From an optimization exercise on the open Yosys and OpenROAD flow, aimed at small area; shortcuts taken in it are not production practice. In this exercise RTL edits were held to simulation tests only and were not proved equivalent to the original. Power is estimated from default activity; no workload was simulated.

## flow/design.v (module list and top-level ports; edited modules follow where they fit)
// module lk_hp_upd: 433 lines
// module lk_lp_upd: 401 lines
// module lk_mul_sat: 541 lines
// module lk_sub_sat: 79 lines
// module lk_add_sat: 65 lines
// module lk_neg_sat: 62 lines
// module lockin_top: 177 lines
module lockin_top (
    input  logic                  clk,
    input  logic                  rst,
    input  lockin_pkg::sample_t   i_in1,
    input  lockin_pkg::sample_t   i_in2,
    input  lockin_pkg::bus_word_t i_sys_addr,
    input  lockin_pkg::bus_word_t i_sys_wdata,
    input  logic                  i_sys_wen,
    input  logic                  i_sys_ren,
    output lockin_pkg::sample_t   o_out1,
    output lockin_pkg::sample_t   o_out2,
    output lockin_pkg::sample_t   o_osc1,
    output lockin_pkg::sample_t   o_osc2,
    output lockin_pkg::bus_word_t o_sys_rdata,
    output logic                  o_sys_err,
    output logic                  o_sys_ack
);
  // ...
==> flow/flow/run.sh <==
#!/bin/bash
# Standard layout, except that the port buffers are the smallest buffer cell.
set -o pipefail
export BUFFER_PORTS_ARGS="-buffer_cell sky130_fd_sc_hd__buf_1"
bash standard.sh 2>&1 | tee standard.log
==> flow/standard.sh <==
#!/bin/bash
# synth_recipe.tcl (not shown) runs the flow's synth.tcl, then flattens the netlist and writes it again
# the make line also repeats each setting of config.mk as NAME=value (left out here)
make -C /OpenROAD-flow-scripts/flow DESIGN_CONFIG=/design/flow/config.mk WORK_HOME=/design/flow/orfs CLKGATE_MAP_FILE= SYNTH_SCRIPT=/design/flow/synth_recipe.tcl "${@:-finish}"
==> flow/config.mk <==
export PLATFORM = sky130hd
export DESIGN_NAME = lockin_top
export DESIGN_NICKNAME = lockin_top
export VERILOG_FILES = /design/flow/design.v
export SDC_FILE = /design/flow/constraint.sdc
export NUM_CORES = 4
export LEC_CHECK = 0
export ABC_AREA = 1
export CAP_MARGIN = 20
export CORE_MARGIN = 2
export CORE_UTILIZATION = 60
export CTS_BUF_LIST = sky130_fd_sc_hd__clkbuf_8
export CTS_CLUSTER_DIAMETER = 60
export CTS_CLUSTER_SIZE = 12
export PLACE_DENSITY = 0.7
export SLEW_MARGIN = 20
==> flow/constraint.sdc <==
create_clock -name core_clock -period 10.5 [get_ports {clk}]
set_input_delay 2.1000 -clock core_clock [delete_from_list [all_inputs] [get_ports {clk}]]
set_output_delay 2.1000 -clock core_clock [all_outputs]
set_load 0.01 [all_outputs]
==> notes.md, run 1 <==
Crit Path Category: reg -> reg
Sequential power: 1.55 mW
Non-Clock Buffer Area Fraction: 0.0356
Most frequent cells in the layout: 624 x nand2_1, 447 x inv_1, 273 x o21ai_0, 180 x fa_1, 172 x buf_1
Highest Signal Layer: met5
Via/cell ratio: 6.38
Area grow syn2layout: 6.07%
Pleak: 11.1 nW
Critical R2R Launch: lacc[5]$_DFF_PP0_
Mapped Cells: 2967
Area after DPL: 23200 µm²
CP required: 11030 ps
Largest class: multi-input combinational cells
Synth Area in Compound Gates: 0.178
Drc violations: 0
Crit path DAT: 10370 ps
Largest family of logic cells by synthesized area: simple AND/OR/NAND/NOR gates
Sw frac: 0.533
Comb_multi_in: 2143
Vias in the first global route: 21700
Die width: 197 µm
Outcome: complete, no violations
Worst setup SP type: flip-flop
Final instance area: 23800 µm²
Multi-input logic area: 14700 µm²
==> module lk_lp_upd, before the edit <==
module lk_lp_upd (
    input  logic [33:0] a,
    input  logic [13:0] x,
    input  logic [3:0]  s,
    output logic [33:0] y
);
    wire n0 = a[0] | a[1];
    wire n1 = a[2] | a[3];
    wire n2 = a[4] | a[5];
    wire n3 = a[6] | a[7];
    wire n4 = a[8] | a[9];
    wire n5 = a[10] | a[11];
    wire n6 = a[12] | a[13];
    wire n7 = a[14] | a[15];
    wire n8 = a[16] | a[17];
    wire n9 = a[18] | a[19];
    wire n10 = n0 | a[2];
    wire n11 = n0 | n1;
    wire n12 = n2 | a[6];
    wire n13 = n2 | n3;
    wire n14 = n4 | a[10];
    wire n15 = n4 | n5;
    wire n16 = n6 | a[14];
    wire n17 = n6 | n7;
    wire n18 = n8 | a[18];
    wire n19 = n8 | n9;
    wire n20 = n11 | a[4];
    wire n21 = n11 | n2;
    wire n22 = n11 | n12;
    wire n23 = n11 | n13;
    wire n24 = n15 | a[12];
    wire n25 = n15 | n6;
    wire n26 = n15 | n16;
    wire n27 = n15 | n17;
    wire n28 = n23 | a[8];
    wire n29 = n23 | n4;
    wire n30 = n23 | n14;
    wire n31 = n23 | n15;
    wire n32 = n23 | n24;
    wire n33 = n23 | n25;
    wire n34 = n23 | n26;
    wire n35 = n23 | n27;
    wire n36 = n35 | a[16];
    wire n37 = n35 | n8;
    wire n38 = n35 | n18;
    wire n39 = n35 | n19;
    wire n40 = a[1] ^ a[0];
    wire n41 = a[2] ^ n0;
    wire n42 = a[3] ^ n10;
    wire n43 = a[4] ^ n11;
    wire n44 = a[5] ^ n20;
    wire n45 = a[6] ^ n21;
    wire n46 = a[7] ^ n22;
    wire n47 = a[8] ^ n23;
    wire n48 = a[9] ^ n28;
    wire n49 = a[10] ^ n29;
    wire n50 = a[11] ^ n30;
    wire n51 = a[12] ^ n31;
    wire n52 = a[13] ^ n32;
    wire n53 = a[14] ^ n33;
    wire n54 = a[15] ^ n34;
    wire n55 = a[16] ^ n35;
    wire n56 = a[17] ^ n36;
    wire n57 = a[18] ^ n37;
    wire n58 = a[19] ^ n38;
    wire n59 = ~n39;
    wire n60 = ~a[20];
    wire n61 = ~a[21];
    wire n62 = ~a[22];
    wire n63 = ~a[23];
    wire n64 = ~a[24];
    wire n65 = ~a[25];
    wire n66 = ~a[26];
    wire n67 = ~a[27];
    wire n68 = ~a[28];
    wire n69 = ~a[29];
    wire n70 = ~a[30];
    wire n71 = ~a[31];
    wire n72 = ~a[32];
    wire n73 = ~a[33];
    wire s74 = x[0] ^ n60 ^ n59;
    wire c75 = (x[0] | n60) & (x[0] | n59) & (n60 | n59);
    wire s76 = x[1] ^ n61 ^ c75;
    wire c77 = (x[1] | n61) & (x[1] | c75) & (n61 | c75);
    wire s78 = x[2] ^ n62 ^ c77;
    wire c79 = (x[2] | n62) & (x[2] | c77) & (n62 | c77);
    wire s80 = x[3] ^ n63 ^ c79;
    wire c81 = (x[3] | n63) & (x[3] | c79) & (n63 | c79);
    wire s82 = x[4] ^ n64 ^ c81;
    wire c83 = (x[4] | n64) & (x[4] | c81) & (n64 | c81);
    wire s84 = x[5] ^ n65 ^ c83;
    wire c85 = (x[5] | n65) & (x[5] | c83) & (n65 | c83);
    wire s86 = x[6] ^ n66 ^ c85;
    wire c87 = (x[6] | n66) & (x[6] | c85) & (n66 | c85);
    wire s88 = x[7] ^ n67 ^ c87;
    wire c89 = (x[7] | n67) & (x[7] | c87) & (n67 | c87);
    wire s90 = x[8] ^ n68;
    wire c91 = x[8] & n68;
    wire s92 = x[9] ^ n69 ^ c91;
    wire c93 = (x[9] | n69) & (x[9] | c91) & (n69 | c91);
    wire s94 = x[10] ^ n70 ^ c93;
    wire c95 = (x[10] | n70) & (x[10] | c93) & (n70 | c93);
    wire s96 = x[11] ^ n71 ^ c95;
    wire c97 = (x[11] | n71) & (x[11] | c95) & (n71 | c95);
    wire s98 = x[12] ^ n72 ^ c97;
    wire c99 = (x[12] | n72) & (x[12] | c97) & (n72 | c97);
    wire s100 = x[13] ^ n73 ^ c99;
    wire c101 = (x[13] | n73) & (x[13] | c99) & (n73 | c99);
    wire s102 = x[13] ^ n73 ^ c101;
    wire c103 = (x[13] | n73) & (x[13] | c101) & (n73 | c101);
    wire n104 = s90 ^ c89;
    wire n105 = c89 & s90;
    wire n106 = s92 ^ n105;
    wire n107 = s90 & s92;
    wire n108 = c89 & n107;
    wire n109 = s94 ^ n108;
    wire n110 = n107 & s94;
    wire n111 = c89 & n110;
    wire n112 = s96 ^ n111;
    wire n113 = n110 & s96;
    wire n114 = c89 & n113;
    wire n115 = s98 ^ n114;
    wire n116 = n113 & s98;
    wire n117 = c89 & n116;
    wire n118 = s100 ^ n117;
    wire n119 = n116 & s100;
    wire n120 = c89 & n119;
    wire n121 = s102 ^ n120;
    wire n122 = n119 & s102;
    wire n123 = c89 & n122;
    wire n124 = c103 | n123;
    wire n125 = s[0] ? n45 : n44;
    wire n126 = s[0] ? n46 : n45;
    wire n127 = s[0] ? n47 : n46;
    wire n128 = s[0] ? n48 : n47;
    wire n129 = s[0] ? n49 : n48;
    wire n130 = s[0] ? n50 : n49;
    wire n131 = s[0] ? n51 : n50;
    wire n132 = s[0] ? n52 : n51;
    wire n133 = s[0] ? n53 : n52;
    wire n134 = s[0] ? n54 : n53;
    wire n135 = s[0] ? n55 : n54;
    wire n136 = s[0] ? n56 : n55;
    wire n137 = s[0] ? n57 : n56;
    wire n138 = s[0] ? n58 : n57;
    wire n139 = s[0] ? s74 : n58;
    wire n140 = s[0] ? s76 : s74;
    wire n141 = s[0] ? s78 : s76;
    wire n142 = s[0] ? s80 : s78;
    wire n143 = s[0] ? s82 : s80;
    wire n144 = s[0] ? s84 : s82;
    wire n145 = s[0] ? s86 : s84;
    wire n146 = s[0] ? s88 : s86;
    wire n147 = s[0] ? n104 : s88;
    wire n148 = s[0] ? n106 : n104;
    wire n149 = s[0] ? n109 : n106;
    wire n150 = s[0] ? n112 : n109;
    wire n151 = s[0] ? n115 : n112;
    wire n152 = s[0] ? n118 : n115;
    wire n153 = s[0] ? n121 : n118;
    wire n154 = s[1] ? n127 : n125;
    wire n155 = s[1] ? n128 : n126;
    wire n156 = s[1] ? n129 : n127;
    wire n157 = s[1] ? n130 : n128;
    wire n158 = s[1] ? n131 : n129;
    wire n159 = s[1] ? n132 : n130;
    wire n160 = s[1] ? n133 : n131;
    wire n161 = s[1] ? n134 : n132;
    wire n162 = s[1] ? n135 : n133;
    wire n163 = s[1] ? n136 : n134;
    wire n164 = s[1] ? n137 : n135;
    wire n165 = s[1] ? n138 : n136;
    wire n166 = s[1] ? n139 : n137;
    wire n167 = s[1] ? n140 : n138;
    wire n168 = s[1] ? n141 : n139;
    wire n169 = s[1] ? n142 : n140;
    wire n170 = s[1] ? n143 : n141;
    wire n171 = s[1] ? n144 : n142;
    wire n172 = s[1] ? n145 : n143;
    wire n173 = s[1] ? n146 : n144;
    wire n174 = s[1] ? n147 : n145;
    wire n175 = s[1] ? n148 : n146;
    wire n176 = s[1] ? n149 : n147;
    wire n177 = s[1] ? n150 : n148;
    wire n178 = s[1] ? n151 : n149;
    wire n179 = s[1] ? n152 : n150;
    wire n180 = s[1] ? n153 : n151;
    wire n181 = s[1] ? n121 : n152;
    wire n182 = s[1] ? n121 : n153;
    wire n183 = s[2] ? n158 : n154;
    wire n184 = s[2] ? n159 : n155;
    wire n185 = s[2] ? n160 : n156;
    wire n186 = s[2] ? n161 : n157;
    wire n187 = s[2] ? n162 : n158;
    wire n188 = s[2] ? n163 : n159;
    wire n189 = s[2] ? n164 : n160;
    wire n190 = s[2] ? n165 : n161;
    wire n191 = s[2] ? n166 : n162;
    wire n192 = s[2] ? n167 : n163;
    wire n193 = s[2] ? n168 : n164;
    wire n194 = s[2] ? n169 : n165;
    wire n195 = s[2] ? n170 : n166;
    wire n196 = s[2] ? n171 : n167;
    wire n197 = s[2] ? n172 : n168;
    wire n198 = s[2] ? n173 : n169;
    wire n199 = s[2] ? n174 : n170;
    wire n200 = s[2] ? n175 : n171;
    wire n201 = s[2] ? n176 : n172;
    wire n202 = s[2] ? n177 : n173;
    wire n203 = s[2] ? n178 : n174;
    wire n204 = s[2] ? n179 : n175;
    wire n205 = s[2] ? n180 : n176;
    wire n206 = s[2] ? n181 : n177;
    wire n207 = s[2] ? n182 : n178;
    wire n208 = s[2] ? n121 : n179;
    wire n209 = s[2] ? n121 : n180;
    wire n210 = s[2] ? n121 : n181;
    wire n211 = s[2] ? n121 : n182;
    wire n212 = s[3] ? n191 : n183;
    wire n213 = s[3] ? n192 : n184;
    wire n214 = s[3] ? n193 : n185;
    wire n215 = s[3] ? n194 : n186;
    wire n216 = s[3] ? n195 : n187;
    wire n217 = s[3] ? n196 : n188;
    wire n218 = s[3] ? n197 : n189;
    wire n219 = s[3] ? n198 : n190;
    wire n220 = s[3] ? n199 : n191;
    wire n221 = s[3] ? n200 : n192;
    wire n222 = s[3] ? n201 : n193;
    wire n223 = s[3] ? n202 : n194;
    wire n224 = s[3] ? n203 : n195;
    wire n225 = s[3] ? n204 : n196;
    wire n226 = s[3] ? n205 : n197;
    wire n227 = s[3] ? n206 : n198;
    wire n228 = s[3] ? n207 : n199;
    wire n229 = s[3] ? n208 : n200;
    wire n230 = s[3] ? n209 : n201;
    wire n231 = s[3] ? n210 : n202;
    wire n232 = s[3] ? n211 : n203;
    wire n233 = s[3] ? n121 : n204;
    wire n234 = s[3] ? n121 : n205;
    wire n235 = s[3] ? n121 : n206;
    wire n236 = s[3] ? n121 : n207;
    wire n237 = s[3] ? n121 : n208;
    wire n238 = s[3] ? n121 : n209;
    wire n239 = s[3] ? n121 : n210;
    wire n240 = s[3] ? n121 : n211;
    wire s241 = a[0] ^ n212;
    wire c242 = a[0] & n212;
    wire s243 = a[1] ^ n213 ^ c242;
    wire c244 = (a[1] | n213) & (a[1] | c242) & (n213 | c242);
    wire s245 = a[2] ^ n214 ^ c244;
    wire c246 = (a[2] | n214) & (a[2] | c244) & (n214 | c244);
    wire s247 = a[3] ^ n215 ^ c246;
    wire c248 = (a[3] | n215) & (a[3] | c246) & (n215 | c246);
    wire s249 = a[4] ^ n216 ^ c248;
    wire c250 = (a[4] | n216) & (a[4] | c248) & (n216 | c248);
    wire s251 = a[5] ^ n217 ^ c250;
    wire c252 = (a[5] | n217) & (a[5] | c250) & (n217 | c250);
    wire s253 = a[6] ^ n218;
    wire c254 = a[6] & n218;
    wire s255 = a[7] ^ n219 ^ c254;
    wire c256 = (a[7] | n219) & (a[7] | c254) & (n219 | c254);
    wire s257 = a[8] ^ n220 ^ c256;
    wire c258 = (a[8] | n220) & (a[8] | c256) & (n220 | c256);
    wire s259 = a[9] ^ n221 ^ c258;
    wire c260 = (a[9] | n221) & (a[9] | c258) & (n221 | c258);
    wire s261 = a[10] ^ n222 ^ c260;
    wire c262 = (a[10] | n222) & (a[10] | c260) & (n222 | c260);
    wire s263 = a[11] ^ n223 ^ c262;
    wire c264 = (a[11] | n223) & (a[11] | c262) & (n223 | c262);
    wire n265 = s253 ^ c252;
    wire n266 = c252 & s253;
    wire n267 = s255 ^ n266;
    wire n268 = s253 & s255;
    wire n269 = c252 & n268;
    wire n270 = s257 ^ n269;
    wire n271 = n268 & s257;
    wire n272 = c252 & n271;
    wire n273 = s259 ^ n272;
    wire n274 = n271 & s259;
    wire n275 = c252 & n274;
    wire n276 = s261 ^ n275;
    wire n277 = n274 & s261;
    wire n278 = c252 & n277;
    wire n279 = s263 ^ n278;
    wire n280 = n277 & s263;
    wire n281 = c252 & n280;
    wire n282 = c264 | n281;
    wire s283 = a[12] ^ n224;
    wire c284 = a[12] & n224;
    wire s285 = a[13] ^ n225 ^ c284;
    wire c286 = (a[13] | n225) & (a[13] | c284) & (n225 | c284);
    wire s287 = a[14] ^ n226 ^ c286;
    wire c288 = (a[14] | n226) & (a[14] | c286) & (n226 | c286);
    wire s289 = a[15] ^ n227 ^ c288;
    wire c290 = (a[15] | n227) & (a[15] | c288) & (n227 | c288);
    wire s291 = a[16] ^ n228 ^ c290;
    wire c292 = (a[16] | n228) & (a[16] | c290) & (n228 | c290);
    wire s293 = a[17] ^ n229 ^ c292;
    wire c294 = (a[17] | n229) & (a[17] | c292) & (n229 | c292);
    wire n295 = s283 ^ n282;
    wire n296 = n282 & s283;
    wire n297 = s285 ^ n296;
    wire n298 = s283 & s285;
    wire n299 = n282 & n298;
    wire n300 = s287 ^ n299;
    wire n301 = n298 & s287;
    wire n302 = n282 & n301;
    wire n303 = s289 ^ n302;
    wire n304 = n301 & s289;
    wire n305 = n282 & n304;
    wire n306 = s291 ^ n305;
    wire n307 = n304 & s291;
    wire n308 = n282 & n307;
    wire n309 = s293 ^ n308;
    wire n310 = n307 & s293;
    wire n311 = n282 & n310;
    wire n312 = c294 | n311;
    wire s313 = a[18] ^ n230;
    wire c314 = a[18] & n230;
    wire s315 = a[19] ^ n231 ^ c314;
    wire c316 = (a[19] | n231) & (a[19] | c314) & (n231 | c314);
    wire s317 = a[20] ^ n232 ^ c316;
    wire c318 = (a[20] | n232) & (a[20] | c316) & (n232 | c316);
    wire s319 = a[21] ^ n233 ^ c318;
    wire c320 = (a[21] | n233) & (a[21] | c318) & (n233 | c318);
    wire s321 = a[22] ^ n234 ^ c320;
    wire c322 = (a[22] | n234) & (a[22] | c320) & (n234 | c320);
    wire s323 = a[23] ^ n235 ^ c322;
    wire c324 = (a[23] | n235) & (a[23] | c322) & (n235 | c322);
    wire n325 = s313 ^ n312;
    wire n326 = n312 & s313;
    wire n327 = s315 ^ n326;
    wire n328 = s313 & s315;
    wire n329 = n312 & n328;
    wire n330 = s317 ^ n329;
    wire n331 = n328 & s317;
    wire n332 = n312 & n331;
    wire n333 = s319 ^ n332;
    wire n334 = n331 & s319;
    wire n335 = n312 & n334;
    wire n336 = s321 ^ n335;
    wire n337 = n334 & s321;
    wire n338 = n312 & n337;
    wire n339 = s323 ^ n338;
    wire n340 = n337 & s323;
    wire n341 = n312 & n340;
    wire n342 = c324 | n341;
    wire s343 = a[24] ^ n236;
    wire c344 = a[24] & n236;
    wire s345 = a[25] ^ n237 ^ c344;
    wire c346 = (a[25] | n237) & (a[25] | c344) & (n237 | c344);
    wire s347 = a[26] ^ n238 ^ c346;
    wire c348 = (a[26] | n238) & (a[26] | c346) & (n238 | c346);
    wire s349 = a[27] ^ n239 ^ c348;
    wire c350 = (a[27] | n239) & (a[27] | c348) & (n239 | c348);
    wire s351 = a[28] ^ n240 ^ c350;
    wire c352 = (a[28] | n240) & (a[28] | c350) & (n240 | c350);
    wire n353 = s343 ^ n342;
    wire n354 = n342 & s343;
    wire n355 = s345 ^ n354;
    wire n356 = s343 & s345;
    wire n357 = n342 & n356;
    wire n358 = s347 ^ n357;
    wire n359 = n356 & s347;
    wire n360 = n342 & n359;
    wire n361 = s349 ^ n360;
    wire n362 = n359 & s349;
    wire n363 = n342 & n362;
    wire n364 = s351 ^ n363;
    wire n365 = n362 & s351;
    wire n366 = n342 & n365;
    wire n367 = c352 | n366;
    wire s368 = a[29] ^ n121;
    wire c369 = a[29] & n121;
    wire s370 = a[30] ^ n121 ^ c369;
    wire c371 = (a[30] | n121) & (a[30] | c369) & (n121 | c369);
    wire s372 = a[31] ^ n121 ^ c371;
    wire c373 = (a[31] | n121) & (a[31] | c371) & (n121 | c371);
    wire s374 = a[32] ^ n121 ^ c373;
    wire c375 = (a[32] | n121) & (a[32] | c373) & (n121 | c373);
    wire s376 = a[33] ^ n121 ^ c375;
    wire c377 = (a[33] | n121) & (a[33] | c375) & (n121 | c375);
    wire n378 = s368 ^ n367;
    wire n379 = n367 & s368;
    wire n380 = s370 ^ n379;
    wire n381 = s368 & s370;
    wire n382 = n367 & n381;
    wire n383 = s372 ^ n382;
    wire n384 = n381 & s372;
    wire n385 = n367 & n384;
    wire n386 = s374 ^ n385;
    wire n387 = n384 & s374;
    wire n388 = n367 & n387;
    wire n389 = s376 ^ n388;
    wire n390 = n387 & s376;
    wire n391 = n367 & n390;
    wire n392 = c377 | n391;
    assign y = {n389, n386, n383, n380, n378, n364, n361, n358, n355, n353, n339, n336, n333, n330, n327, n325, n309, n306, n303, n300, n297, n295, n279, n276, n273, n270, n267, n265, s251, s249, s247, s245, s243, s241};
endmodule
==> module lockin_top, before the edit <==
module lockin_top (
    input  logic                  clk,
    input  logic                  rst,
    input  lockin_pkg::sample_t   i_in1,
    input  lockin_pkg::sample_t   i_in2,
    input  lockin_pkg::bus_word_t i_sys_addr,
    input  lockin_pkg::bus_word_t i_sys_wdata,
    input  logic                  i_sys_wen,
    input  logic                  i_sys_ren,
    output lockin_pkg::sample_t   o_out1,
    output lockin_pkg::sample_t   o_out2,
    output lockin_pkg::sample_t   o_osc1,
    output lockin_pkg::sample_t   o_osc2,
    output lockin_pkg::bus_word_t o_sys_rdata,
    output logic                  o_sys_err,
    output logic                  o_sys_ack
);
    logic [4:0]  sa_q, sb_q;
    logic [3:0]  o1s_q, o2s_q, hpt_q, lpt_q;
    logic        hpd_q, lpd_q;
    logic [13:0] off_q, gn_q;
    logic        page;       
    logic [5:0]  wi;         
    assign page = ~|i_sys_addr[19:8] & ~|i_sys_addr[1:0];
    assign wi   = i_sys_addr[7:2];
    logic wr;
    assign wr = i_sys_wen & page;
    always_ff @(posedge clk or posedge rst) begin
        if (rst) begin
            sa_q  <= 5'd1;
            sb_q  <= 5'd2;
            o1s_q <= '0;
            o2s_q <= '0;
            hpt_q <= '0;
            lpt_q <= '0;
            hpd_q <= 1'b0;
            lpd_q <= 1'b0;
            off_q <= '0;
            gn_q  <= '0;
        end else if (wr) begin
            case (wi)
                6'h00: sa_q  <= i_sys_wdata[4:0];
                6'h01: sb_q  <= i_sys_wdata[4:0];
                6'h04: o1s_q <= i_sys_wdata[3:0];
                6'h05: o2s_q <= i_sys_wdata[3:0];
                6'h14: hpt_q <= i_sys_wdata[3:0];
                6'h15: lpt_q <= i_sys_wdata[3:0];
                6'h16: off_q <= i_sys_wdata[13:0];
                6'h17: gn_q  <= i_sys_wdata[13:0];
                6'h18: hpd_q <= |i_sys_wdata;
                6'h19: lpd_q <= |i_sys_wdata;
                default: ;
            endcase
        end
    end
    logic [13:0] sig_d;           
    logic        run_q;           
    logic        hb_q;            
    logic [33:0] hacc;            
    logic        neg_q;           
    logic [13:0] rect_q;
    logic [33:0] lacc;            
    logic [13:0] sum_q, gain_q;
    logic [13:0] hdiff;
    logic [13:0] hp;
    lk_sub_sat hp_sub (.x(sig_d), .h(hacc[33:20]), .y(hdiff));
    always_comb begin
        if (!run_q)     hp = '0;
        else if (hb_q)  hp = sig_d;
        else            hp = hdiff;
    end
    logic [3:0]  hsh;
    logic [33:0] hacc_n;
    assign hsh = hpd_q ? 4'd0 : hpt_q;
    lk_hp_upd hp_upd (.a(hacc), .x(i_in1), .s(hsh), .y(hacc_n));
    logic        ref_neg;
    logic [13:0] rect_n, sig_neg;
    assign ref_neg = hp[13];
    lk_neg_sat sig_negate (.v(sig_d), .y(sig_neg));
    assign rect_n  = ref_neg ? sig_neg : sig_d;
    logic [33:0] lacc_n;
    lk_lp_upd lp_upd (.a(lacc), .x(rect_q), .s(lpt_q), .y(lacc_n));
    logic [13:0] sum_n;
    lk_add_sat sum_add (.x(lacc[33:20]), .h(off_q), .y(sum_n));
    logic [13:0] gain_n;
    lk_mul_sat gain_mul (.a(sum_q), .b(gn_q), .y(gain_n));
    always_ff @(posedge clk) sig_d <= i_in1;
    always_ff @(posedge clk or posedge rst) begin
        if (rst) begin
            run_q  <= 1'b0;
            hb_q   <= 1'b0;
            hacc   <= '0;
            neg_q  <= 1'b0;
            rect_q <= '0;
            lacc   <= '0;
        end else begin
            run_q  <= 1'b1;
            hb_q   <= hpd_q;
            hacc   <= hacc_n;
            neg_q  <= ref_neg;
            rect_q <= rect_n;
            lacc   <= lpd_q ? {rect_q, 20'b0} : lacc_n;
        end
    end
    always_ff @(posedge clk) begin
        sum_q  <= sum_n;
        gain_q <= gain_n;
    end
    logic [13:0] sign_t, lp_t;
    assign sign_t = {{13{neg_q}}, run_q};
    assign lp_t   = lacc[33:20];
    logic o1_a, o1_b, o1_g, o2_a, o2_b, o2_g;
    assign o1_a = (o1s_q == 4'd1);
    assign o1_b = (o1s_q == 4'd2);
    assign o1_g = (o1s_q == 4'd3);
    assign o2_a = (o2s_q == 4'd1);
    assign o2_b = (o2s_q == 4'd2);
    assign o2_g = (o2s_q == 4'd3);
    assign o_out1 = ({14{o1_a}} & i_in1) | ({14{o1_b}} & i_in2) | ({14{o1_g}} & gain_q);
    assign o_out2 = ({14{o2_a}} & i_in1) | ({14{o2_b}} & i_in2) | ({14{o2_g}} & gain_q);
    function automatic logic [13:0] scope_pick(input logic [4:0] sel, input logic [13:0] a,
                                               input logic [13:0] b, input logic [13:0] h,
                                               input logic [13:0] s, input logic [13:0] r,
                                               input logic [13:0] l, input logic [13:0] u,
                                               input logic [13:0] g);
        scope_pick = ({14{sel == 5'd1}} & a) | ({14{sel == 5'd2}} & b)
                   | ({14{sel == 5'd3}} & h) | ({14{sel == 5'd4}} & s)
                   | ({14{sel == 5'd5}} & r) | ({14{sel == 5'd6}} & l)
                   | ({14{sel == 5'd7}} & u) | ({14{sel == 5'd8}} & g);
    endfunction
    always_ff @(posedge clk or posedge rst) begin
        if (rst) begin
            o_osc1 <= '0;
            o_osc2 <= '0;
        end else begin
            o_osc1 <= scope_pick(sa_q, i_in1, i_in2, hp, sign_t, rect_q, lp_t, sum_q, gain_q);
            o_osc2 <= scope_pick(sb_q, i_in1, i_in2, hp, sign_t, rect_q, lp_t, sum_q, gain_q);
        end
    end
    logic [33:0] ra;     
    always_comb begin
        for (int k = 0; k < 34; k++) ra[k] = page && (wi == 6'(k));
    end
    logic r_in1, r_in2, r_gt;
    assign r_in1 = ra[6'h0a] | (ra[6'h0c] & o1_a) | (ra[6'h0d] & o2_a);
    assign r_in2 = ra[6'h0b] | (ra[6'h0c] & o1_b) | (ra[6'h0d] & o2_b);
    assign r_gt  = ra[6'h21] | (ra[6'h0c] & o1_g) | (ra[6'h0d] & o2_g);
    logic [13:0] rd_n;
    assign rd_n = ({14{r_in1}}     & i_in1)
                | ({14{r_in2}}     & i_in2)
                | ({14{r_gt}}      & gain_q)
                | ({14{ra[6'h12]}} & o_osc1)
                | ({14{ra[6'h13]}} & o_osc2)
                | ({14{ra[6'h16]}} & off_q)
                | ({14{ra[6'h17]}} & gn_q)
                | ({14{ra[6'h1c]}} & hp)
                | ({14{ra[6'h1d]}} & sign_t)
                | ({14{ra[6'h1e]}} & rect_q)
                | ({14{ra[6'h1f]}} & lp_t)
                | ({14{ra[6'h20]}} & sum_q)
                | ({9'b0,  {5{ra[6'h00]}} & sa_q})
                | ({9'b0,  {5{ra[6'h01]}} & sb_q})
                | ({10'b0, {4{ra[6'h04]}} & o1s_q})
                | ({10'b0, {4{ra[6'h05]}} & o2s_q})
                | ({10'b0, {4{ra[6'h14]}} & hpt_q})
                | ({10'b0, {4{ra[6'h15]}} & lpt_q})
                | ({13'b0, ra[6'h18] & hpd_q})
                | ({13'b0, ra[6'h19] & lpd_q});
    logic [13:0] rd_q;
    always_ff @(posedge clk) rd_q <= rd_n;
    assign o_sys_rdata = {{18{rd_q[13]}}, rd_q};
    always_ff @(posedge clk or posedge rst) begin
        if (rst) o_sys_ack <= 1'b0;
        else     o_sys_ack <= i_sys_wen | i_sys_ren;
    end
    assign o_sys_err = 1'b0;
endmodule
==> run 2, diff against run 1 <==
--- a/flow/design.v
+++ b/flow/design.v
@@ -560,4 +560,4 @@
     wire c81 = (x[3] | n63) & (x[3] | c79) & (n63 | c79);
-    wire s82 = x[4] ^ n64 ^ c81;
-    wire c83 = (x[4] | n64) & (x[4] | c81) & (n64 | c81);
+    wire s82 = x[4] ^ n64;
+    wire c83 = x[4] & n64;
     wire s84 = x[5] ^ n65 ^ c83;
@@ -568,78 +568,78 @@
     wire c89 = (x[7] | n67) & (x[7] | c87) & (n67 | c87);
-    wire s90 = x[8] ^ n68;
-    wire c91 = x[8] & n68;
-    wire s92 = x[9] ^ n69 ^ c91;
-    wire c93 = (x[9] | n69) & (x[9] | c91) & (n69 | c91);
-    wire s94 = x[10] ^ n70 ^ c93;
-    wire c95 = (x[10] | n70) & (x[10] | c93) & (n70 | c93);
-    wire s96 = x[11] ^ n71 ^ c95;
-    wire c97 = (x[11] | n71) & (x[11] | c95) & (n71 | c95);
-    wire s98 = x[12] ^ n72 ^ c97;
-    wire c99 = (x[12] | n72) & (x[12] | c97) & (n72 | c97);
-    wire s100 = x[13] ^ n73 ^ c99;
-    wire c101 = (x[13] | n73) & (x[13] | c99) & (n73 | c99);
-    wire s102 = x[13] ^ n73 ^ c101;
-    wire c103 = (x[13] | n73) & (x[13] | c101) & (n73 | c101);
-    wire n104 = s90 ^ c89;
-    wire n105 = c89 & s90;
-    wire n106 = s92 ^ n105;
-    wire n107 = s90 & s92;
-    wire n108 = c89 & n107;
-    wire n109 = s94 ^ n108;
-    wire n110 = n107 & s94;
-    wire n111 = c89 & n110;
-    wire n112 = s96 ^ n111;
-    wire n113 = n110 & s96;
-    wire n114 = c89 & n113;
-    wire n115 = s98 ^ n114;
-    wire n116 = n113 & s98;
-    wire n117 = c89 & n116;
-    wire n118 = s100 ^ n117;
-    wire n119 = n116 & s100;
-    wire n120 = c89 & n119;
-    wire n121 = s102 ^ n120;
-    wire n122 = n119 & s102;
-    wire n123 = c89 & n122;
-    wire n124 = c103 | n123;
-    wire n125 = s[0] ? n45 : n44;
-    wire n126 = s[0] ? n46 : n45;
-    wire n127 = s[0] ? n47 : n46;
-    wire n128 = s[0] ? n48 : n47;
-    wire n129 = s[0] ? n49 : n48;
-    wire n130 = s[0] ? n50 : n49;
-    wire n131 = s[0] ? n51 : n50;
-    wire n132 = s[0] ? n52 : n51;
-    wire n133 = s[0] ? n53 : n52;
-    wire n134 = s[0] ? n54 : n53;
-    wire n135 = s[0] ? n55 : n54;
-    wire n136 = s[0] ? n56 : n55;
-    wire n137 = s[0] ? n57 : n56;
-    wire n138 = s[0] ? n58 : n57;
-    wire n139 = s[0] ? s74 : n58;
-    wire n140 = s[0] ? s76 : s74;
-    wire n141 = s[0] ? s78 : s76;
-    wire n142 = s[0] ? s80 : s78;
-    wire n143 = s[0] ? s82 : s80;
-    wire n144 = s[0] ? s84 : s82;
-    wire n145 = s[0] ? s86 : s84;
-    wire n146 = s[0] ? s88 : s86;
-    wire n147 = s[0] ? n104 : s88;
-    wire n148 = s[0] ? n106 : n104;
-    wire n149 = s[0] ? n109 : n106;
-    wire n150 = s[0] ? n112 : n109;
-    wire n151 = s[0] ? n115 : n112;
-    wire n152 = s[0] ? n118 : n115;
-    wire n153 = s[0] ? n121 : n118;
-    wire n154 = s[1] ? n127 : n125;
-    wire n155 = s[1] ? n128 : n126;
-    wire n156 = s[1] ? n129 : n127;
-    wire n157 = s[1] ? n130 : n128;
-    wire n158 = s[1] ? n131 : n129;
-    wire n159 = s[1] ? n132 : n130;
-    wire n160 = s[1] ? n133 : n131;
-    wire n161 = s[1] ? n134 : n132;
-    wire n162 = s[1] ? n135 : n133;
-    wire n163 = s[1] ? n136 : n134;
-    wire n164 = s[1] ? n137 : n135;
-    wire n165 = s[1] ? n138 : n136;
+    wire n90 = s82 ^ c81;
+    wire n91 = c81 & s82;
+    wire n92 = s84 ^ n91;
+    wire n93 = s82 & s84;
+    wire n94 = c81 & n93;
+    wire n95 = s86 ^ n94;
+    wire n96 = n93 & s86;
+    wire n97 = c81 & n96;
+    wire n98 = s88 ^ n97;
+    wire n99 = n96 & s88;
+    wire n100 = c81 & n99;
+    wire n101 = c89 | n100;
+    wire s102 = x[8] ^ n68;
+    wire c103 = x[8] & n68;
+    wire s104 = x[9] ^ n69 ^ c103;
+    wire c105 = (x[9] | n69) & (x[9] | c103) & (n69 | c103);
+    wire s106 = x[10] ^ n70 ^ c105;
+    wire c107 = (x[10] | n70) & (x[10] | c105) & (n70 | c105);
+    wire s108 = x[11] ^ n71 ^ c107;
+    wire c109 = (x[11] | n71) & (x[11] | c107) & (n71 | c107);
+    wire n110 = s102 ^ n101;
+    wire n111 = n101 & s102;
+    wire n112 = s104 ^ n111;
+    wire n113 = s102 & s104;
+    wire n114 = n101 & n113;
+    wire n115 = s106 ^ n114;
+    wire n116 = n113 & s106;
+    wire n117 = n101 & n116;
+    wire n118 = s108 ^ n117;
+    wire n119 = n116 & s108;
+    wire n120 = n101 & n119;
+    wire n121 = c109 | n120;
+    wire s122 = x[12] ^ n72;
+    wire c123 = x[12] & n72;
+    wire s124 = x[13] ^ n73 ^ c123;
+    wire c125 = (x[13] | n73) & (x[13] | c123) & (n73 | c123);
+    wire s126 = x[13] ^ n73 ^ c125;
+    wire c127 = (x[13] | n73) & (x[13] | c125) & (n73 | c125);
+    wire n128 = s122 ^ n121;
+    wire n129 = n121 & s122;
+    wire n130 = s124 ^ n129;
+    wire n131 = s122 & s124;
+    wire n132 = n121 & n131;
+    wire n133 = s126 ^ n132;
+    wire n134 = n131 & s126;
+    wire n135 = n121 & n134;
+    wire n136 = c127 | n135;
+    wire n137 = s[0] ? n45 : n44;
+    wire n138 = s[0] ? n46 : n45;
+    wire n139 = s[0] ? n47 : n46;
+    wire n140 = s[0] ? n48 : n47;
+    wire n141 = s[0] ? n49 : n48;
+    wire n142 = s[0] ? n50 : n49;
+    wire n143 = s[0] ? n51 : n50;
+    wire n144 = s[0] ? n52 : n51;
+    wire n145 = s[0] ? n53 : n52;
+    wire n146 = s[0] ? n54 : n53;
+    wire n147 = s[0] ? n55 : n54;
+    wire n148 = s[0] ? n56 : n55;
+    wire n149 = s[0] ? n57 : n56;
+    wire n150 = s[0] ? n58 : n57;
+    wire n151 = s[0] ? s74 : n58;
+    wire n152 = s[0] ? s76 : s74;
+    wire n153 = s[0] ? s78 : s76;
+    wire n154 = s[0] ? s80 : s78;
+    wire n155 = s[0] ? n90 : s80;
+    wire n156 = s[0] ? n92 : n90;
+    wire n157 = s[0] ? n95 : n92;
+    wire n158 = s[0] ? n98 : n95;
+    wire n159 = s[0] ? n110 : n98;
+    wire n160 = s[0] ? n112 : n110;
+    wire n161 = s[0] ? n115 : n112;
+    wire n162 = s[0] ? n118 : n115;
+    wire n163 = s[0] ? n128 : n118;
+    wire n164 = s[0] ? n130 : n128;
+    wire n165 = s[0] ? n133 : n130;
     wire n166 = s[1] ? n139 : n137;
@@ -659,16 +659,16 @@
     wire n180 = s[1] ? n153 : n151;
-    wire n181 = s[1] ? n121 : n152;
-    wire n182 = s[1] ? n121 : n153;
-    wire n183 = s[2] ? n158 : n154;
-    wire n184 = s[2] ? n159 : n155;
-    wire n185 = s[2] ? n160 : n156;
-    wire n186 = s[2] ? n161 : n157;
-    wire n187 = s[2] ? n162 : n158;
-    wire n188 = s[2] ? n163 : n159;
-    wire n189 = s[2] ? n164 : n160;
-    wire n190 = s[2] ? n165 : n161;
-    wire n191 = s[2] ? n166 : n162;
-    wire n192 = s[2] ? n167 : n163;
-    wire n193 = s[2] ? n168 : n164;
-    wire n194 = s[2] ? n169 : n165;
+    wire n181 = s[1] ? n154 : n152;
+    wire n182 = s[1] ? n155 : n153;
+    wire n183 = s[1] ? n156 : n154;
+    wire n184 = s[1] ? n157 : n155;
+    wire n185 = s[1] ? n158 : n156;
+    wire n186 = s[1] ? n159 : n157;
+    wire n187 = s[1] ? n160 : n158;
+    wire n188 = s[1] ? n161 : n159;
+    wire n189 = s[1] ? n162 : n160;
+    wire n190 = s[1] ? n163 : n161;
+    wire n191 = s[1] ? n164 : n162;
+    wire n192 = s[1] ? n165 : n163;
+    wire n193 = s[1] ? n133 : n164;
+    wire n194 = s[1] ? n133 : n165;
     wire n195 = s[2] ? n170 : n166;
@@ -686,18 +686,18 @@
     wire n207 = s[2] ? n182 : n178;
-    wire n208 = s[2] ? n121 : n179;
-    wire n209 = s[2] ? n121 : n180;
-    wire n210 = s[2] ? n121 : n181;
-    wire n211 = s[2] ? n121 : n182;
-    wire n212 = s[3] ? n191 : n183;
-    wire n213 = s[3] ? n192 : n184;
-    wire n214 = s[3] ? n193 : n185;
-    wire n215 = s[3] ? n194 : n186;
-    wire n216 = s[3] ? n195 : n187;
-    wire n217 = s[3] ? n196 : n188;
-    wire n218 = s[3] ? n197 : n189;
-    wire n219 = s[3] ? n198 : n190;
-    wire n220 = s[3] ? n199 : n191;
-    wire n221 = s[3] ? n200 : n192;
-    wire n222 = s[3] ? n201 : n193;
-    wire n223 = s[3] ? n202 : n194;
+    wire n208 = s[2] ? n183 : n179;
+    wire n209 = s[2] ? n184 : n180;
+    wire n210 = s[2] ? n185 : n181;
+    wire n211 = s[2] ? n186 : n182;
+    wire n212 = s[2] ? n187 : n183;
+    wire n213 = s[2] ? n188 : n184;
+    wire n214 = s[2] ? n189 : n185;
+    wire n215 = s[2] ? n190 : n186;
+    wire n216 = s[2] ? n191 : n187;
+    wire n217 = s[2] ? n192 : n188;
+    wire n218 = s[2] ? n193 : n189;
+    wire n219 = s[2] ? n194 : n190;
+    wire n220 = s[2] ? n133 : n191;
+    wire n221 = s[2] ? n133 : n192;
+    wire n222 = s[2] ? n133 : n193;
+    wire n223 = s[2] ? n133 : n194;
     wire n224 = s[3] ? n203 : n195;
@@ -711,163 +711,181 @@
     wire n232 = s[3] ? n211 : n203;
-    wire n233 = s[3] ? n121 : n204;
-    wire n234 = s[3] ? n121 : n205;
-    wire n235 = s[3] ? n121 : n206;
-    wire n236 = s[3] ? n121 : n207;
-    wire n237 = s[3] ? n121 : n208;
-    wire n238 = s[3] ? n121 : n209;
-    wire n239 = s[3] ? n121 : n210;
-    wire n240 = s[3] ? n121 : n211;
-    wire s241 = a[0] ^ n212;
-    wire c242 = a[0] & n212;
-    wire s243 = a[1] ^ n213 ^ c242;
-    wire c244 = (a[1] | n213) & (a[1] | c242) & (n213 | c242);
-    wire s245 = a[2] ^ n214 ^ c244;
-    wire c246 = (a[2] | n214) & (a[2] | c244) & (n214 | c244);
-    wire s247 = a[3] ^ n215 ^ c246;
-    wire c248 = (a[3] | n215) & (a[3] | c246) & (n215 | c246);
-    wire s249 = a[4] ^ n216 ^ c248;
-    wire c250 = (a[4] | n216) & (a[4] | c248) & (n216 | c248);
-    wire s251 = a[5] ^ n217 ^ c250;
-    wire c252 = (a[5] | n217) & (a[5] | c250) & (n217 | c250);
-    wire s253 = a[6] ^ n218;
-    wire c254 = a[6] & n218;
-    wire s255 = a[7] ^ n219 ^ c254;
-    wire c256 = (a[7] | n219) & (a[7] | c254) & (n219 | c254);
-    wire s257 = a[8] ^ n220 ^ c256;
-    wire c258 = (a[8] | n220) & (a[8] | c256) & (n220 | c256);
-    wire s259 = a[9] ^ n221 ^ c258;
-    wire c260 = (a[9] | n221) & (a[9] | c258) & (n221 | c258);
-    wire s261 = a[10] ^ n222 ^ c260;
-    wire c262 = (a[10] | n222) & (a[10] | c260) & (n222 | c260);
-    wire s263 = a[11] ^ n223 ^ c262;
-    wire c264 = (a[11] | n223) & (a[11] | c262) & (n223 | c262);
-    wire n265 = s253 ^ c252;
-    wire n266 = c252 & s253;
-    wire n267 = s255 ^ n266;
-    wire n268 = s253 & s255;
-    wire n269 = c252 & n268;
-    wire n270 = s257 ^ n269;
-    wire n271 = n268 & s257;
-    wire n272 = c252 & n271;
-    wire n273 = s259 ^ n272;
-    wire n274 = n271 & s259;
-    wire n275 = c252 & n274;
-    wire n276 = s261 ^ n275;
-    wire n277 = n274 & s261;
-    wire n278 = c252 & n277;
-    wire n279 = s263 ^ n278;
-    wire n280 = n277 & s263;
-    wire n281 = c252 & n280;
-    wire n282 = c264 | n281;
-    wire s283 = a[12] ^ n224;
-    wire c284 = a[12] & n224;
-    wire s285 = a[13] ^ n225 ^ c284;
-    wire c286 = (a[13] | n225) & (a[13] | c284) & (n225 | c284);
-    wire s287 = a[14] ^ n226 ^ c286;
-    wire c288 = (a[14] | n226) & (a[14] | c286) & (n226 | c286);
-    wire s289 = a[15] ^ n227 ^ c288;
-    wire c290 = (a[15] | n227) & (a[15] | c288) & (n227 | c288);
-    wire s291 = a[16] ^ n228 ^ c290;
-    wire c292 = (a[16] | n228) & (a[16] | c290) & (n228 | c290);
-    wire s293 = a[17] ^ n229 ^ c292;
-    wire c294 = (a[17] | n229) & (a[17] | c292) & (n229 | c292);
-    wire n295 = s283 ^ n282;
-    wire n296 = n282 & s283;
-    wire n297 = s285 ^ n296;
-    wire n298 = s283 & s285;
-    wire n299 = n282 & n298;
-    wire n300 = s287 ^ n299;
-    wire n301 = n298 & s287;
-    wire n302 = n282 & n301;
-    wire n303 = s289 ^ n302;
-    wire n304 = n301 & s289;
-    wire n305 = n282 & n304;
-    wire n306 = s291 ^ n305;
-    wire n307 = n304 & s291;
-    wire n308 = n282 & n307;
-    wire n309 = s293 ^ n308;
-    wire n310 = n307 & s293;
-    wire n311 = n282 & n310;
-    wire n312 = c294 | n311;
-    wire s313 = a[18] ^ n230;
-    wire c314 = a[18] & n230;
-    wire s315 = a[19] ^ n231 ^ c314;
-    wire c316 = (a[19] | n231) & (a[19] | c314) & (n231 | c314);
-    wire s317 = a[20] ^ n232 ^ c316;
-    wire c318 = (a[20] | n232) & (a[20] | c316) & (n232 | c316);
-    wire s319 = a[21] ^ n233 ^ c318;
-    wire c320 = (a[21] | n233) & (a[21] | c318) & (n233 | c318);
-    wire s321 = a[22] ^ n234 ^ c320;
-    wire c322 = (a[22] | n234) & (a[22] | c320) & (n234 | c320);
-    wire s323 = a[23] ^ n235 ^ c322;
-    wire c324 = (a[23] | n235) & (a[23] | c322) & (n235 | c322);
-    wire n325 = s313 ^ n312;
-    wire n326 = n312 & s313;
-    wire n327 = s315 ^ n326;
-    wire n328 = s313 & s315;
-    wire n329 = n312 & n328;
-    wire n330 = s317 ^ n329;
-    wire n331 = n328 & s317;
-    wire n332 = n312 & n331;
-    wire n333 = s319 ^ n332;
-    wire n334 = n331 & s319;
-    wire n335 = n312 & n334;
-    wire n336 = s321 ^ n335;
-    wire n337 = n334 & s321;
-    wire n338 = n312 & n337;
-    wire n339 = s323 ^ n338;
-    wire n340 = n337 & s323;
-    wire n341 = n312 & n340;
-    wire n342 = c324 | n341;
-    wire s343 = a[24] ^ n236;
-    wire c344 = a[24] & n236;
-    wire s345 = a[25] ^ n237 ^ c344;
-    wire c346 = (a[25] | n237) & (a[25] | c344) & (n237 | c344);
-    wire s347 = a[26] ^ n238 ^ c346;
-    wire c348 = (a[26] | n238) & (a[26] | c346) & (n238 | c346);
-    wire s349 = a[27] ^ n239 ^ c348;
-    wire c350 = (a[27] | n239) & (a[27] | c348) & (n239 | c348);
-    wire s351 = a[28] ^ n240 ^ c350;
-    wire c352 = (a[28] | n240) & (a[28] | c350) & (n240 | c350);
-    wire n353 = s343 ^ n342;
-    wire n354 = n342 & s343;
-    wire n355 = s345 ^ n354;
-    wire n356 = s343 & s345;
-    wire n357 = n342 & n356;
-    wire n358 = s347 ^ n357;
-    wire n359 = n356 & s347;
-    wire n360 = n342 & n359;
-    wire n361 = s349 ^ n360;
-    wire n362 = n359 & s349;
-    wire n363 = n342 & n362;
-    wire n364 = s351 ^ n363;
-    wire n365 = n362 & s351;
-    wire n366 = n342 & n365;
-    wire n367 = c352 | n366;
-    wire s368 = a[29] ^ n121;
-    wire c369 = a[29] & n121;
-    wire s370 = a[30] ^ n121 ^ c369;
-    wire c371 = (a[30] | n121) & (a[30] | c369) & (n121 | c369);
-    wire s372 = a[31] ^ n121 ^ c371;
-    wire c373 = (a[31] | n121) & (a[31] | c371) & (n121 | c371);
-    wire s374 = a[32] ^ n121 ^ c373;
-    wire c375 = (a[32] | n121) & (a[32] | c373) & (n121 | c373);
-    wire s376 = a[33] ^ n121 ^ c375;
-    wire c377 = (a[33] | n121) & (a[33] | c375) & (n121 | c375);
-    wire n378 = s368 ^ n367;
-    wire n379 = n367 & s368;
-    wire n380 = s370 ^ n379;
-    wire n381 = s368 & s370;
-    wire n382 = n367 & n381;
-    wire n383 = s372 ^ n382;
-    wire n384 = n381 & s372;
-    wire n385 = n367 & n384;
-    wire n386 = s374 ^ n385;
-    wire n387 = n384 & s374;
-    wire n388 = n367 & n387;
-    wire n389 = s376 ^ n388;
-    wire n390 = n387 & s376;
-    wire n391 = n367 & n390;
-    wire n392 = c377 | n391;
-    assign y = {n389, n386, n383, n380, n378, n364, n361, n358, n355, n353, n339, n336, n333, n330, n327, n325, n309, n306, n303, n300, n297, n295, n279, n276, n273, n270, n267, n265, s251, s249, s247, s245, s243, s241};
+    wire n233 = s[3] ? n212 : n204;
+    wire n234 = s[3] ? n213 : n205;
+    wire n235 = s[3] ? n214 : n206;
+    wire n236 = s[3] ? n215 : n207;
+    wire n237 = s[3] ? n216 : n208;
+    wire n238 = s[3] ? n217 : n209;
+    wire n239 = s[3] ? n218 : n210;
+    wire n240 = s[3] ? n219 : n211;
+    wire n241 = s[3] ? n220 : n212;
+    wire n242 = s[3] ? n221 : n213;
+    wire n243 = s[3] ? n222 : n214;
+    wire n244 = s[3] ? n223 : n215;
+    wire n245 = s[3] ? n133 : n216;
+    wire n246 = s[3] ? n133 : n217;
+    wire n247 = s[3] ? n133 : n218;
+    wire n248 = s[3] ? n133 : n219;
+    wire n249 = s[3] ? n133 : n220;
+    wire n250 = s[3] ? n133 : n221;
+    wire n251 = s[3] ? n133 : n222;
+    wire n252 = s[3] ? n133 : n223;
+    wire s253 = a[0] ^ n224;
+    wire c254 = a[0] & n224;
+    wire s255 = a[1] ^ n225 ^ c254;
+    wire c256 = (a[1] | n225) & (a[1] | c254) & (n225 | c254);
+    wire s257 = a[2] ^ n226 ^ c256;
+    wire c258 = (a[2] | n226) & (a[2] | c256) & (n226 | c256);
+    wire s259 = a[3] ^ n227 ^ c258;
+    wire c260 = (a[3] | n227) & (a[3] | c258) & (n227 | c258);
+    wire s261 = a[4] ^ n228;
+    wire c262 = a[4] & n228;
+    wire s263 = a[5] ^ n229 ^ c262;
+    wire c264 = (a[5] | n229) & (a[5] | c262) & (n229 | c262);
+    wire s265 = a[6] ^ n230 ^ c264;
+    wire c266 = (a[6] | n230) & (a[6] | c264) & (n230 | c264);
+    wire s267 = a[7] ^ n231 ^ c266;
+    wire c268 = (a[7] | n231) & (a[7] | c266) & (n231 | c266);
+    wire s269 = a[8] ^ n232 ^ c268;
+    wire c270 = (a[8] | n232) & (a[8] | c268) & (n232 | c268);
+    wire n271 = s261 ^ c260;
+    wire n272 = c260 & s261;
+    wire n273 = s263 ^ n272;
+    wire n274 = s261 & s263;
+    wire n275 = c260 & n274;
+    wire n276 = s265 ^ n275;
+    wire n277 = n274 & s265;
+    wire n278 = c260 & n277;
+    wire n279 = s267 ^ n278;
+    wire n280 = n277 & s267;
+    wire n281 = c260 & n280;
+    wire n282 = s269 ^ n281;
+    wire n283 = n280 & s269;
+    wire n284 = c260 & n283;
+    wire n285 = c270 | n284;
+    wire s286 = a[9] ^ n233;
+    wire c287 = a[9] & n233;
+    wire s288 = a[10] ^ n234 ^ c287;
+    wire c289 = (a[10] | n234) & (a[10] | c287) & (n234 | c287);
+    wire s290 = a[11] ^ n235 ^ c289;
+    wire c291 = (a[11] | n235) & (a[11] | c289) & (n235 | c289);
+    wire s292 = a[12] ^ n236 ^ c291;
+    wire c293 = (a[12] | n236) & (a[12] | c291) & (n236 | c291);
+    wire s294 = a[13] ^ n237 ^ c293;
+    wire c295 = (a[13] | n237) & (a[13] | c293) & (n237 | c293);
+    wire n296 = s286 ^ n285;
+    wire n297 = n285 & s286;
+    wire n298 = s288 ^ n297;
+    wire n299 = s286 & s288;
+    wire n300 = n285 & n299;
+    wire n301 = s290 ^ n300;
+    wire n302 = n299 & s290;
+    wire n303 = n285 & n302;
+    wire n304 = s292 ^ n303;
+    wire n305 = n302 & s292;
+    wire n306 = n285 & n305;
+    wire n307 = s294 ^ n306;
+    wire n308 = n305 & s294;
+    wire n309 = n285 & n308;
+    wire n310 = c295 | n309;
+    wire s311 = a[14] ^ n238;
+    wire c312 = a[14] & n238;
+    wire s313 = a[15] ^ n239 ^ c312;
+    wire c314 = (a[15] | n239) & (a[15] | c312) & (n239 | c312);
+    wire s315 = a[16] ^ n240 ^ c314;
+    wire c316 = (a[16] | n240) & (a[16] | c314) & (n240 | c314);
+    wire s317 = a[17] ^ n241 ^ c316;
+    wire c318 = (a[17] | n241) & (a[17] | c316) & (n241 | c316);
+    wire s319 = a[18] ^ n242 ^ c318;
+    wire c320 = (a[18] | n242) & (a[18] | c318) & (n242 | c318);
+    wire n321 = s311 ^ n310;
+    wire n322 = n310 & s311;
+    wire n323 = s313 ^ n322;
+    wire n324 = s311 & s313;
+    wire n325 = n310 & n324;
+    wire n326 = s315 ^ n325;
+    wire n327 = n324 & s315;
+    wire n328 = n310 & n327;
+    wire n329 = s317 ^ n328;
+    wire n330 = n327 & s317;
+    wire n331 = n310 & n330;
+    wire n332 = s319 ^ n331;
+    wire n333 = n330 & s319;
+    wire n334 = n310 & n333;
+    wire n335 = c320 | n334;
+    wire s336 = a[19] ^ n243;
+    wire c337 = a[19] & n243;
+    wire s338 = a[20] ^ n244 ^ c337;
+    wire c339 = (a[20] | n244) & (a[20] | c337) & (n244 | c337);
+    wire s340 = a[21] ^ n245 ^ c339;
+    wire c341 = (a[21] | n245) & (a[21] | c339) & (n245 | c339);
+    wire s342 = a[22] ^ n246 ^ c341;
+    wire c343 = (a[22] | n246) & (a[22] | c341) & (n246 | c341);
+    wire s344 = a[23] ^ n247 ^ c343;
+    wire c345 = (a[23] | n247) & (a[23] | c343) & (n247 | c343);
+    wire n346 = s336 ^ n335;
+    wire n347 = n335 & s336;
+    wire n348 = s338 ^ n347;
+    wire n349 = s336 & s338;
+    wire n350 = n335 & n349;
+    wire n351 = s340 ^ n350;
+    wire n352 = n349 & s340;
+    wire n353 = n335 & n352;
+    wire n354 = s342 ^ n353;
+    wire n355 = n352 & s342;
+    wire n356 = n335 & n355;
+    wire n357 = s344 ^ n356;
+    wire n358 = n355 & s344;
+    wire n359 = n335 & n358;
+    wire n360 = c345 | n359;
+    wire s361 = a[24] ^ n248;
+    wire c362 = a[24] & n248;
+    wire s363 = a[25] ^ n249 ^ c362;
+    wire c364 = (a[25] | n249) & (a[25] | c362) & (n249 | c362);
+    wire s365 = a[26] ^ n250 ^ c364;
+    wire c366 = (a[26] | n250) & (a[26] | c364) & (n250 | c364);
+    wire s367 = a[27] ^ n251 ^ c366;
+    wire c368 = (a[27] | n251) & (a[27] | c366) & (n251 | c366);
+    wire s369 = a[28] ^ n252 ^ c368;
+    wire c370 = (a[28] | n252) & (a[28] | c368) & (n252 | c368);
+    wire n371 = s361 ^ n360;
+    wire n372 = n360 & s361;
+    wire n373 = s363 ^ n372;
+    wire n374 = s361 & s363;
+    wire n375 = n360 & n374;
+    wire n376 = s365 ^ n375;
+    wire n377 = n374 & s365;
+    wire n378 = n360 & n377;
+    wire n379 = s367 ^ n378;
+    wire n380 = n377 & s367;
+    wire n381 = n360 & n380;
+    wire n382 = s369 ^ n381;
+    wire n383 = n380 & s369;
+    wire n384 = n360 & n383;
+    wire n385 = c370 | n384;
+    wire s386 = a[29] ^ n133;
+    wire c387 = a[29] & n133;
+    wire s388 = a[30] ^ n133 ^ c387;
+    wire c389 = (a[30] | n133) & (a[30] | c387) & (n133 | c387);
+    wire s390 = a[31] ^ n133 ^ c389;
+    wire c391 = (a[31] | n133) & (a[31] | c389) & (n133 | c389);
+    wire s392 = a[32] ^ n133 ^ c391;
+    wire c393 = (a[32] | n133) & (a[32] | c391) & (n133 | c391);
+    wire s394 = a[33] ^ n133 ^ c393;
+    wire c395 = (a[33] | n133) & (a[33] | c393) & (n133 | c393);
+    wire n396 = s386 ^ n385;
+    wire n397 = n385 & s386;
+    wire n398 = s388 ^ n397;
+    wire n399 = s386 & s388;
+    wire n400 = n385 & n399;
+    wire n401 = s390 ^ n400;
+    wire n402 = n399 & s390;
+    wire n403 = n385 & n402;
+    wire n404 = s392 ^ n403;
+    wire n405 = n402 & s392;
+    wire n406 = n385 & n405;
+    wire n407 = s394 ^ n406;
+    wire n408 = n405 & s394;
+    wire n409 = n385 & n408;
+    wire n410 = c395 | n409;
+    assign y = {n407, n404, n401, n398, n396, n382, n379, n376, n373, n371, n357, n354, n351, n348, n346, n332, n329, n326, n323, n321, n307, n304, n301, n298, n296, n282, n279, n276, n273, n271, s259, s257, s255, s253};
 endmodule
@@ -1715,2 +1733,4 @@
             lacc   <= '0;
+            sum_q  <= '0;
+            gain_q <= '0;
         end else begin
@@ -1722,8 +1742,6 @@
             lacc   <= lpd_q ? {rect_q, 20'b0} : lacc_n;
+            sum_q  <= sum_n;
+            gain_q <= gain_n;
         end
     end
-    always_ff @(posedge clk) begin
-        sum_q  <= sum_n;
-        gain_q <= gain_n;
-    end
     logic [13:0] sign_t, lp_t;
==> flow/flow/run.sh (replaced) <==
#!/bin/bash
# The standard layout with two changes:
#  - the port buffers are the smallest buffer cell (buf_1);
#  - ABC maps the logic with an area-oriented script (flow/abc_area.script,
#    amap instead of map). Everything else, registers included, is the
#    standard synthesis and flow: the ORFS scripts are copied unchanged and
#    only abc_area.script is replaced in the copy.
set -o pipefail
rm -rf scripts_area
cp -r "$FLOW_HOME/scripts" scripts_area
chmod -R u+w scripts_area
cp flow/abc_area.script scripts_area/abc_area.script
export BUFFER_PORTS_ARGS="-buffer_cell sky130_fd_sc_hd__buf_1"
bash standard.sh SCRIPTS_DIR="$PWD/scripts_area" finish 2>&1 | tee standard.log
==> flow/flow/abc_area.script (new file) <==
strash
dc2
dch -f
amap
topo
stime -c
buffer -c
upsize -c
dnsize -c
==> run 2 against run 1 <==
Against the previous run:
- largest power group unchanged
- critical path type unchanged
- highest routed layer unchanged
- non-clock buffer count rose by 9
- total power rose by 7.0%
- global-route usage fell by 2.5 points
- fmax fell by 2.3%
- sequential power fell by 8%
==> notes.md, run 2 <==
Outcome: complete, no violations
DRT Pass-1 Iters: 7
Hold Path Class: reg -> reg
Slew Limit Fails: 0
Top cells by count, synth: 292 x o22ai_1, 288 x nor2_1, 287 x inv_1
Mapped Cells: 2485 (-16%)
Synth Area in Compound Gates: 0.298 (+0.120)
CTS max path bufs: 3
Starting Density: 0.606
Yosys reg bits: 226
Synth Cell Area: 21400 µm²
WHS Endpoint: rect_q[0]$_DFF_PP0_
Placer congestion estimate: 1.01
Max Cap Viol: 0
Final cell count without fillers: 3023
WHS Path Cells: 2
Hold path startpoint: sig_d[0]$_DFF_P_
Setup-failing EPs final: 0
Total power draw: 7.14 mW
Reg2Reg Depth: 53
Clock Sinks: 226
Ys Warns: 1
Post-Syn Nets: 2848
Largest net degree at the start of global routing: 129
Final Skew: 30.5 ps
Crit. End Element: flip-flop
Wire per inst: 25.9 µm
Core area: 35300 µm²
DR vias: 20800
Global Route Usage Sum: 0.422
Simple-gate area share of the yosys netlist: 0.133
Post-synthesis sequential area ratio: 0.258
CP required: 10970 ps (-60 ps)
Area after DPL: 22100 µm² (-4.8%)
Dpl ws: -61.9 ps
Die Y: 193 µm
Hpwl dp: 60400 µm
Final period util: 0.959
Pleak: 9.65 nW (-13%)
Critical R2R Launch: lacc[1]$_DFF_PP0_
Critical path's most frequent cell: and3_4
Worst-Margin Slew: 1190 ps
Most frequent cells in the layout: 292 x inv_1, 292 x o22ai_1, 277 x nor2_1, 219 x o22a_1, 196 x dfrtp_1
Fill cells: 3027
Post-route antenna net violation count: 0
Power Density: 312 nW/µm²
Area grow syn2layout: 6.79%
H-tree level count: 1
CTS tree: built
DRT iter0 DRCs: 2748
# diodes: 0
Syn Area/Cell: 8.61 µm²
Buffers on Ports: 172
Final instance area: 22900 µm² (-4.0%)
Main synth FF type: dfrtp_1
Top cell type's share of synthesized area: 0.229
Clock root cell: clkbuf_8
Top-count cell post-synth: o22ai_1
CP max FO: 4
Post-Synth XOR/XNOR Area: 0
Remaining Overflow, GRT: 0
Fraction of registers with async set/reset: 0.876
CP max-delay cell: fa_1
Die width: 193 µm (-2.3%)
Max_slew headroom: 0.202
Via/cell ratio: 6.90 (+8.2%)
# rows: 69
Post-synth EDFFs: 0
Fin util: 0.647
Drc violations: 0 (unchanged)
Post-Synth Adder-Cell Area: 0.218
Die area: 37200 µm²
Drt total wl: 78300 µm
Crit path DAT: 10550 ps (+180 ps)
Crit Path Category: reg -> reg
Inst Count DP: 2968
TritonCTS buffer count: 27
Slowest Stage Delay on Critical Path: 450 ps
Initial antenna violation count: 0
Global-route wire length before repair: 117000 µm
Area leader, netlist: dfrtp_1
Nets@finish: 2905
Min Tclk post-route: 10070 ps
Vias in the first global route: 19600 (-9.6%)
Final Hold Viols: 0
Setup WS post-layout: 425 ps
Worst-skew pair later-pin latency: 630 ps
I/O Pins: 186
Top post-synthesis cells by area: dfrtp_1 23%, fa_1 17%, o22a_1 9.0%, o22ai_1 8.5%, ha_1 5.3%
Reg2reg end: lacc[33]$_DFF_PP0_
Clk slew on worst S/H paths: 80 ps
Largest family of logic cells by synthesized area: compound AO/OA/AOI/OAI gates
F_max: 99.3 MHz
Mux share of post-synthesis cell area: 0
Worst setup SP type: flip-flop
Layout cells sized above 1: 0.0746
Setup slack, reg-to-reg: 430 ps
Peak supply drop: 0.000405 V
Biggest regs: hacc (34), lacc (34)
Yosys cell types: 64
-- run 2: metrics by stage --
step,hold slack (ps),TNS (ps)
3_3_place_gp,506,0
5_1_grt,550,-245
3_5_place_dp,500,-150
6_report,515,0
4_1_cts,519,0
2_1_floorplan,454,0
-- run 2: layer usage --
metal | routed length [µm] | global-route usage | up-vias
li1 | - | - | 9104
met1 | 31600 | 0.593 | 10100
met2 | 32300 | 0.602 | 1390
met3 | 10500 | 0.129 | 258
met4 | 3970 | 0.176 | 2
met5 | 27 | 0.00549 | -
-- run 2: repair_timing --
action                     in CTS  in global routing
hold endpoints to repair        0                  0
hold buffers                    0                  0
setup buffers                   0                  6
pin swaps                       0                  7
setup endpoints to repair       4                 14
gates cloned                    0                  0
resized for setup               2                 22
-- run 2: area by class of cell --
type                       count  area, µm²  share of cell area
clock buffer                  33        454              0.0199
clock inverter                16        139             0.00608
inverter                     325       1230              0.0537
multi-input combinational   1754      14000               0.614
sequential                   226       5520               0.241
tap                          461        577              0.0252
timing repair buffer         208        916              0.0401
-- run 2: worst max path at each step --
| stage | from | end | slack [ps] | cells past startpoint |
|---|---|---|---|---|
| 2_1_floorplan | lacc[1]$_DFF_PP0_ | lacc[31]$_DFF_PP0_ | 740 | 52 |
| 3_3_place_gp | lacc[1]$_DFF_PP0_ | lacc[33]$_DFF_PP0_ | 120 | 53 |
| 3_5_place_dp | lacc[1]$_DFF_PP0_ | lacc[32]$_DFF_PP0_ | -60 | 52 |
| 4_1_cts | lacc[1]$_DFF_PP0_ | lacc[32]$_DFF_PP0_ | 50 | 52 |
| 5_1_grt | lacc[1]$_DFF_PP0_ | lacc[33]$_DFF_PP0_ | -110 | 53 |
| 6_report | lacc[1]$_DFF_PP0_ | lacc[33]$_DFF_PP0_ | 430 | 53 |
-- run 2: report_power, final --
| group | switching [mW] | internal (mW) | total, mW |
|---|---|---|---|
| sequential | 0.298 | 1.13 | 1.43 |
| clock | 0.367 | 0.339 | 0.706 |
| combinational | 2.75 | 2.25 | 5.00 |
| total | 3.42 | 3.72 | 7.14 |
-- run 2: logic make-up (layout without fill, tap and decap cells) --
logic type,after synthesis,in the layout
other cells,2,2
buf+inv,505,582
compound gates,897,897
flops,226,226
fa+ha+maj,267,267
simple gates,588,588
-- run 2: critical path, delay by kind of cell (launching register included) --
family	cells	cell delay [ps]
fa+ha+maj	9	2890
compound gates	8	1270
simple gates	30	4970
buf+inv	6	370
flops	1	400

==> static timing again, ports no longer ideal <==
No port has a modelled driver above. Below, the same layouts with a new extraction and two added sets of constraints. Step 1 sets driving cells, clkbuf_16 on the clock port and buf_2 on the other inputs (assumed; they add their load-dependent delay and slew). Step 2 adds t to the input delays and takes it off the output delays; t is the mean of the earliest and latest rising clock arrival at the registers after step 1. Input paths then give back, and output paths get back, about the clock's delay inside the block. Three values: ideal, step 1, step 2; two values: the first two.
| run | t (ns) | setup slack, ns | cell pins on the clock port's net |
|---|---|---|---|
| run 1 | 0.691 | 0.653 / 0.653 / 0.653 | 1 |
| run 2 | 0.671 | 0.425 / 0.425 / 0.425 | 1 |
After both steps every run listed still meets setup and hold.
